What follows belongs to an exercise in optimizing a design on an open flow for a short achievable clock period and few clock cycles; a production flow would make more cautious choices.
The RTL was checked by simulation tests, not by an equivalence proof against the original design.

== old ==
## sha256_message_digest_unit
module sha256_message_digest_unit (
    input  logic        clk,
    input  logic        rst_n,
    input  logic        in_valid,
    input  logic [7:0]  in_data_byte,
    input  logic        in_has_byte,
    input  logic        in_last,
    output logic        in_ready,
    output logic        out_valid,
    input  logic        out_ready,
    output logic [63:0] digest_bits_255_192,
    output logic [63:0] digest_bits_191_128,
    output logic [63:0] digest_bits_127_64,
    output logic [63:0] digest_bits_63_0
);
Size: ~26,000 cells after synthesis, ~270 I/O pins, about 250,000 um^2 of cells after synthesis.
==> flow/config.mk <==
export PLATFORM = sky130hd
export DESIGN_NAME = sha256_message_digest_unit
export DESIGN_NICKNAME = sha256_message_digest_unit
export VERILOG_FILES = /design/flow/design.v
export SDC_FILE = /design/flow/constraint.sdc
export NUM_CORES = 4
export LEC_CHECK = 0
export CAP_MARGIN = 35
export CORE_MARGIN = 2
export CORE_UTILIZATION = 40
export SLEW_MARGIN = 30
==> flow/constraint.sdc <==
create_clock -name core_clock -period 15.0 [get_ports {clk}]
set_input_delay 3.0000 -clock core_clock [delete_from_list [all_inputs] [get_ports {clk}]]
set_output_delay 3.0000 -clock core_clock [all_outputs]
set_load 0.01 [all_outputs]
standard.sh (not shown) runs the stock make flow with config.mk's settings and CLKGATE_MAP_FILE= SYNTH_SCRIPT=/design/flow/synth_recipe.tcl, a recipe that flattens the netlist after the stock synthesis.
==> flow/flow/run.sh <==
#!/bin/bash
# The standard layout (standard.sh: standard synthesis, floorplan, place, cts, route,
# finish) with repair_timing asked to leave 11 ns of setup slack at the 15 ns clock, and one
# step added after placement: each output port's buffer and the flip-flop that alone drives
# it are moved to the port's pin and the placement is legalized again (flow/tweak.tcl)
set -euo pipefail
R=orfs/results/${FLOW_PLATFORM}/sha256_message_digest_unit/base
bash standard.sh SETUP_SLACK_MARGIN=11 place > make_place.log 2>&1
ODB_IN=$R/3_place.odb ODB_OUT=$R/3_place_tweak.odb openroad -no_init -exit flow/tweak.tcl > tweak.log 2>&1
cp $R/3_place_tweak.odb $R/3_place.odb
bash standard.sh SETUP_SLACK_MARGIN=11 finish > make_finish.log 2>&1
==> flow/flow/tweak.tcl <==
# put each output port's buffer, and the flip-flop that alone drives it, at the port's pin
# (clamped into the core), then legalize
read_db $::env(ODB_IN)
set block [ord::get_db_block]
set core [$block getCoreArea]
set cx0 [$core xMin]; set cy0 [$core yMin]; set cx1 [expr {[$core xMax] - 20000}]; set cy1 [expr {[$core yMax] - 5440}]
set moved 0
foreach bterm [$block getBTerms] {
  if {[$bterm getIoType] ne "OUTPUT"} { continue }
  set net [$bterm getNet]
  if {$net eq "NULL"} { continue }
  set buf ""
  foreach it [$net getITerms] { if {[$it isOutputSignal]} { set buf [$it getInst] } }
  if {$buf eq ""} { continue }
  set bb [$bterm getBBox]
  set px [expr {([$bb xMin] + [$bb xMax]) / 2}]
  set py [expr {([$bb yMin] + [$bb yMax]) / 2}]
  set px [expr {max($cx0, min($cx1, $px))}]
  set py [expr {max($cy0, min($cy1, $py))}]
  $buf setLocation $px $py
  set bin ""
  foreach it [$buf getITerms] { if {[$it isInputSignal] && [[$it getNet] getSigType] eq "SIGNAL"} { set bin $it } }
  if {$bin eq ""} { continue }
  set n2 [$bin getNet]
  set drv ""
  set nload 0
  foreach it [$n2 getITerms] { if {[$it isOutputSignal]} { set drv [$it getInst] } else { incr nload } }
  if {$drv eq "" || $nload != 1} { continue }
  if {![[$drv getMaster] isSequential]} { continue }
  $drv setLocation $px $py
  incr moved
}
puts "moved $moved flip-flops with their output buffers to the pins"
detailed_placement
check_placement -verbose
write_db $::env(ODB_OUT)
Testbench counts of old, summed over its fixed seeds: cycles 33,427.
For new, these inputs were changed with respect to old:
--- a/flow/design.v
+++ b/flow/design.v
@@ -1,7 +1,7 @@
 package sha_pkg;
-    localparam int NCORE = 2;
+    localparam int NCORE = 3;
     localparam logic [255:0] INIT_H = {32'h6a09e667, 32'hbb67ae85, 32'h3c6ef372, 32'ha54ff53a,
                                        32'h510e527f, 32'h9b05688c, 32'h1f83d9ab, 32'h5be0cd19};
     function automatic logic [31:0] round_k(input logic [5:0] i);
         case (i)
             6'd0: round_k = 32'h428a2f98;
==> summary.txt <==
- Compare old and new | final worst slack lower: new
- For old, the origin of the worst setup path was out_reg[215], unlike new, where it was u_front.in_ready.
- On share of the core filled with cells, old and new are basically level.
- Diff old -> new | cell area reported after detailed placement | increase of 42%
- Share of final-layout standard cells stronger than drive strength 1: new < old
- | clock period minus final worst setup slack | new vs old | 0.093 ns higher |
- A destination of the critical timing path of digest_bits_255_192[23] is what old shows, while in_ready belongs to new.
- new supports a lower top clock frequency than old.
- | via-per-instance ratio | new vs old | 0.079 higher |
- In the reports for old and new, the smaller area after synthesis belongs to old.
- When new is measured against old, its via count of the first global-routing pass turns out 44% higher.
- The lower area inside the core boundary came out of old.
Testbench counts of new, summed over its fixed seeds: cycles 32,777.

## static timing again, ports no longer ideal
No port has a modelled driver above. Below, the same layouts with a new extraction and two added sets of constraints.
Step 1, drivers: a clkbuf_16 drives clk and a buf_2 each remaining input, both assumed.
Step 2 also shifts input and output timing later by t, the mid clock arrival at the registers, as if the neighbouring blocks saw the same clock.
Slacks: ideal / step 1 / step 2; pairs: ideal / step 1.
run | shift t [ns] | setup slack, ns | worst hold slack (ns) | clock arrival spread, ns | worst slew at a driven data input, ns
old | 1.269 | 10.379 / 10.233 / 9.646 | 0.382 / 0.382 / 0.382 | 0.092 / 0.092 | 0.37
new | 1.356 | 10.286 / 10.137 / 9.694 | 0.333 / 0.333 / 0.333 | 0.155 / 0.156 | 0.13
After both steps every run listed still meets setup and hold. For old, which loses most, drivers alone change the setup slack by -0.146 ns; drivers and shift together by -0.733 ns.
